What follows belongs to an exercise in optimizing a design on an open flow for small area; a production flow would make more cautious choices. RTL that was checked went through simulation tests only; none was proved equivalent to the original. Power and IR drop assume default switching activity.

// pulsing_led_level_controller_unit
module pulsing_led_level_controller_unit (
  input  logic                       clk_i,
  input  logic                       rst_ni,
  input  logic                       in_valid,
  output logic                       in_ready,
  input  logic [1:0]                 in_command,
  input  logic [31:0]                in_now_ms,
  input  logic [31:0]                in_last_point_ms,
  input  logic [7:0]                 in_red,
  input  logic [7:0]                 in_green,
  input  logic [7:0]                 in_blue,
  output logic                       out_valid,
  input  logic                       out_ready,
  output logic [17:0]                out_level,
  output logic                       out_pulsing,
  output logic [7:0]                 out_red,
  output logic [7:0]                 out_green,
  output logic [7:0]                 out_blue,
  input  logic                       psel,
  input  logic                       penable,
  input  logic                       pwrite,
  input  logic [3:0]                 paddr,
  input  logic [31:0]                pwdata,
  output logic [31:0]                prdata,
  output logic                       pready
);
Settings: LEC_CHECK=0, ABC_AREA=1, CAP_MARGIN=20, CORE_MARGIN=2, CORE_UTILIZATION=40, SLEW_MARGIN=20; clock period 11.0 ns.
standard.sh (not shown) runs the stock make flow with config.mk's settings and CLKGATE_MAP_FILE= SYNTH_SCRIPT=/design/flow/synth_recipe.tcl, a recipe that flattens the netlist after the stock synthesis.
==> flow/flow/run.sh <==
#!/bin/bash
# Standard ORFS layout (the standard.sh) with area-oriented choices:
#  - ABC maps with an area-oriented script (flow/abc_area.script, used through a copy of the
#    ORFS scripts folder); registers are mapped by the unchanged yosys flow as in the standard
#    synthesis.
#  - buf_1 as the port buffer on every input and output port.
#  - CTS with clkbuf_8 buffers, larger sink clusters and no dummy loads.
# Each tool's output goes to the ORFS logs under orfs/logs; make's output goes to flow.log.
set -euo pipefail
rm -rf orfs_scripts
cp -r "$FLOW_HOME/scripts" orfs_scripts
cp flow/abc_area.script orfs_scripts/abc_area.script
export SCRIPTS_DIR="$PWD/orfs_scripts"
export BUFFER_PORTS_ARGS="-buffer_cell sky130_fd_sc_hd__buf_1"
export CTS_ARGS="-sink_clustering_enable -repair_clock_nets -dont_use_dummy_load -buf_list sky130_fd_sc_hd__clkbuf_8 -sink_clustering_size 20 -sink_clustering_max_diameter 80"
bash standard.sh > flow.log 2>&1
==> flow/flow/abc_area.script <==
strash
&get -n
&st
&synch2
&dch -f
&put
amap
topo
stime -c
Rerun with:
--- a/flow/design.v
+++ b/flow/design.v
@@ -55,30 +55,29 @@
     S_EL   = 4'd1,
     S_MOD  = 4'd2,
     S_TABS = 4'd3,
     S_MDA  = 4'd4,
     S_MDB  = 4'd5,
     S_W1   = 4'd6,
     S_W2   = 4'd7,
-    S_STOP = 4'd8,
-    S_COL  = 4'd9,
-    S_ACC  = 4'd10,
-    S_OUT  = 4'd11
+    S_STOP = 4'd9,
+    S_COL  = 4'd10,
+    S_ACC  = 4'd8,
+    S_OUT  = 4'd12
   } state_e;
   state_e      st;
   logic [4:0]  k;       
   logic [4:0]  step;    
   logic [1:0]  ch;      
   logic        k0, k16;
   assign k0  = (k == 5'd0);
   assign k16 = (k == 5'd16);
   logic [16:0] lv;      
   logic        pul;
   logic [23:0] col;     
-  logic        ov;
   logic [16:0] rr, tr;
   logic        gt, lt, seen, seen2, dbit, sR, neg, bq, ca, cb, cq, rd, qd, ybit;
   logic [31:0] per_z, low_z, upp_z, gain_z;
   assign per_z  = {19'd0, per_q};
   assign low_z  = {15'd0, low_q};
   assign upp_z  = {15'd0, upp_q};
   assign gain_z = {15'd0, gain_q};
@@ -294,15 +293,14 @@
       default: ;
     endcase
   end
   always_ff @(posedge clk_i or negedge rst_ni) begin
     if (!rst_ni) begin
       st   <= S_IDLE;
       pul  <= 1'b1;
-      ov   <= 1'b0;
     end else begin
       case (st)
         S_IDLE: begin
           if (in_valid) st <= S_EL;
         end
         S_EL: begin
           if (step == 5'd0) begin
@@ -346,29 +344,23 @@
             pul <= 1'b0;
             st  <= S_ACC;
           end
         end
         S_COL: begin
           if (k16 && xfer && ch == 2'd2) st <= S_ACC;
         end
-        S_ACC: begin
-          ov <= 1'b1;
-          st <= S_OUT;
-        end
+        S_ACC: st <= S_OUT;
         S_OUT: begin
-          if (out_ready) begin
-            ov <= 1'b0;
-            st <= S_IDLE;
-          end
+          if (out_ready) st <= S_IDLE;
         end
         default: st <= S_IDLE;
       endcase
     end
   end
   assign in_ready    = (st == S_ACC);
-  assign out_valid   = ov;
+  assign out_valid   = (st == S_OUT);
   assign out_level   = {1'b0, lv};
   assign out_pulsing = pul;
   assign out_red     = col[7:0];
   assign out_green   = col[15:8];
   assign out_blue    = col[23:16];
 endmodule
After rerunning: The changed run completed with no timing, DRC or antenna violations. Clock-buffer cell count stays the same. Worst hold slack is better by 0.022 ns. Sequential share of layout area fell by 0.45 points. Flip-flop and latch count fell by 1. Combinational power rose to 4.4 times its value.
For the second run of this note, only the layout was checked, not whether the RTL still works.

========
Another version of the RTL of pulsing_led_level_controller_unit (not shown whole).
Size in the first run: roughly 860 cells after synthesis, about 170 flip-flops, about 210 I/O pins, ~8000 µm² of cells after synthesis.
export LEC_CHECK = 0
export ABC_AREA = 1
export CAP_MARGIN = 20
export CORE_MARGIN = 2
export CORE_UTILIZATION = 40
export SLEW_MARGIN = 20
create_clock -name core_clock -period 11.0 [get_ports {clk_i}]
Scripts as last shown in full above: flow/flow/run.sh, flow/flow/abc_area.script
The baseline went through all stages and came out clean.
==> next run, changes <==
--- a/flow/design.v
+++ b/flow/design.v
@@ -27,65 +27,71 @@
   typedef enum logic [3:0] {
     S_IDLE = 4'd0,
     S_EL   = 4'd1,
     S_MOD  = 4'd2,
     S_TABS = 4'd3,
     S_MDA  = 4'd4,
     S_MDB  = 4'd5,
     S_W1   = 4'd6,
     S_W2   = 4'd7,
     S_STOP = 4'd8,
     S_COL  = 4'd9,
     S_ACC  = 4'd10,
-    S_OUT  = 4'd11,
+    S_OUT  = 4'd14,
     S_RST  = 4'd12,
     S_INIT = 4'd13
   } state_e;
   state_e      st;
   logic [12:0] per_q;
   logic [16:0] low_q, upp_q, gain_q;
+  logic        rst_st, wr;
+  logic [16:0] pw_lo, pw_hi;
+  logic [3:0]  we;
+  assign rst_st = (st == S_RST);
+  assign wr     = psel && penable && pwrite;
+  assign pw_lo  = pwdata[16:0] & {17{~rst_st}};
+  assign pw_hi  = pwdata[16:0] | {17{rst_st}};
+  assign we[0]  = rst_st | (wr && paddr[3:2] == 2'd0);
+  assign we[1]  = rst_st | (wr && paddr[3:2] == 2'd1);
+  assign we[2]  = rst_st | (wr && paddr[3:2] == 2'd2);
+  assign we[3]  = rst_st | (wr && paddr[3:2] == 2'd3);
+  function automatic logic [16:0] wdata(input logic [16:0] rv);
+    wdata = (pw_hi & rv) | (pw_lo & ~rv);
+  endfunction
+  logic [16:0] wd_per;
+  assign wd_per = wdata(17'd2000);
   always_ff @(posedge clk_i) begin
-    if (st == S_RST) begin
-      per_q  <= 13'd2000;
-      low_q  <= 17'd3277;
-      upp_q  <= 17'd39322;
-      gain_q <= 17'd65536;
-    end else if (psel && penable && pwrite) begin
-      case (paddr[3:2])
-        2'd0: per_q  <= pwdata[12:0];
-        2'd1: low_q  <= pwdata[16:0];
-        2'd2: upp_q  <= pwdata[16:0];
-        default: gain_q <= pwdata[16:0];
-      endcase
-    end
+    if (we[0]) per_q  <= wd_per[12:0];
+    if (we[1]) low_q  <= wdata(17'd3277);
+    if (we[2]) upp_q  <= wdata(17'd39322);
+    if (we[3]) gain_q <= wdata(17'd65536);
   end
   always_comb begin
     case (paddr[3:2])
       2'd0: prdata = {19'd0, per_q};
       2'd1: prdata = {15'd0, low_q};
       2'd2: prdata = {15'd0, upp_q};
       default: prdata = {15'd0, gain_q};
     endcase
   end
   assign pready = 1'b1;
   logic [4:0]  k;       
   logic [4:0]  step;    
   logic [1:0]  ch;      
   logic        k0, k16;
   assign k0  = (k == 5'd0);
   assign k16 = (k == 5'd16);
   logic [16:0] lv;      
   logic        pul;
   logic [23:0] col;     
-  logic        ov;
   logic [16:0] rr, tr;
   logic        gt, lt, seen, seen2, dbit, sR, neg, bq, ca, cb, cq, rd, qd, ybit;
   logic [31:0] per_z, low_z, upp_z, gain_z;
   assign per_z  = {19'd0, per_q};
   assign low_z  = {15'd0, low_q};
   assign upp_z  = {15'd0, upp_q};
   assign gain_z = {15'd0, gain_q};
   logic [4:0] tidx;
   logic       now_b, last_b;
   assign tidx   = (st == S_EL) ? ~step : step;
   assign now_b  = in_now_ms[tidx];
   assign last_b = in_last_point_ms[tidx];
@@ -291,25 +297,24 @@
         if (k16) begin
           step <= xfer ? 5'd31 : step - 5'd1;
           if (xfer) ch <= ch + 2'd1;
         end
       end
       default: ;
     endcase
   end
   always_ff @(posedge clk_i or negedge rst_ni) begin
     if (!rst_ni) begin
       st   <= S_RST;
       pul  <= 1'b1;
-      ov   <= 1'b0;
     end else begin
       case (st)
         S_IDLE: begin
           if (in_valid) st <= S_EL;
         end
         S_EL: begin
           if (step == 5'd0) begin
             case (in_command)
               2'd0: begin
                 if (pul || gt_n) st <= (per_q == '0) ? S_W1 : S_MOD;
                 else st <= S_ACC;
               end
@@ -343,38 +348,32 @@
         S_W2: begin
           if (k16) st <= S_ACC;
         end
         S_STOP: begin
           if (k16) begin
             pul <= 1'b0;
             st  <= S_ACC;
           end
         end
         S_COL: begin
           if (k16 && xfer && ch == 2'd2) st <= S_ACC;
         end
-        S_ACC: begin
-          ov <= 1'b1;
-          st <= S_OUT;
-        end
+        S_ACC: st <= S_OUT;
         S_OUT: begin
-          if (out_ready) begin
-            ov <= 1'b0;
-            st <= S_IDLE;
-          end
+          if (out_ready) st <= S_IDLE;
         end
         S_RST: st <= S_INIT;
         S_INIT: begin
           if (k16) st <= S_IDLE;
         end
         default: st <= S_IDLE;
       endcase
     end
   end
   assign in_ready    = (st == S_ACC);
-  assign out_valid   = ov;
+  assign out_valid   = (st == S_OUT);
   assign out_level   = {1'b0, lv};
   assign out_pulsing = pul;
   assign out_red     = col[7:0];
   assign out_green   = col[15:8];
   assign out_blue    = col[23:16];
 endmodule
After rerunning:
- clock skew is lower by 6.9 ps
- fmax is higher by 7.3%
- combinational power is lower by about 10%
- first-iteration DRC count is lower by 11%
- sequential cell count is lower by 1
- total power is lower by 11%
- die area is lower by 1.0%
Function not checked in the first run of this note: the RTL went through the layout flow alone.

-- re-timing with driven ports --
The flow's constraints put no driver on any port. The routed layouts listed below were extracted and timed again, unchanged, in two steps. Step 1 (the two cells are an assumption about what drives the block):
set clk [get_ports {clk_i}]
set_driving_cell -lib_cell sky130_fd_sc_hd__clkbuf_16 $clk
set_driving_cell -lib_cell sky130_fd_sc_hd__buf_2 [delete_from_list [all_inputs] $clk]
Step 2 times the ports against the registers' clock, not the clock port: input delays grow and output delays shrink by t, the midpoint of the rising clock arrivals with the driver on. a / b / c = no drivers / after step 1 / after step 2; a / b = the first two.
| run | t, ns | slack for setup (ns) | cell pins on the clock port's net |
|---|---|---|---|
| the first run of note 1 | 0.486 | 4.038 / 4.038 / 3.893 | 1 |
| the second run of note 1 | 0.488 | 4.213 / 4.184 / 4.184 | 1 |
| the first run of note 2 | 0.484 | 3.661 / 3.661 / 3.401 | 1 |
| the second run of note 2 | 0.490 | 4.158 / 4.129 / 4.129 | 1 |
After both steps setup and hold are still met in every run listed. For the first run of note 2, which loses most, drivers alone change the setup slack by 0.000 ns; drivers and shift together by -0.260 ns.
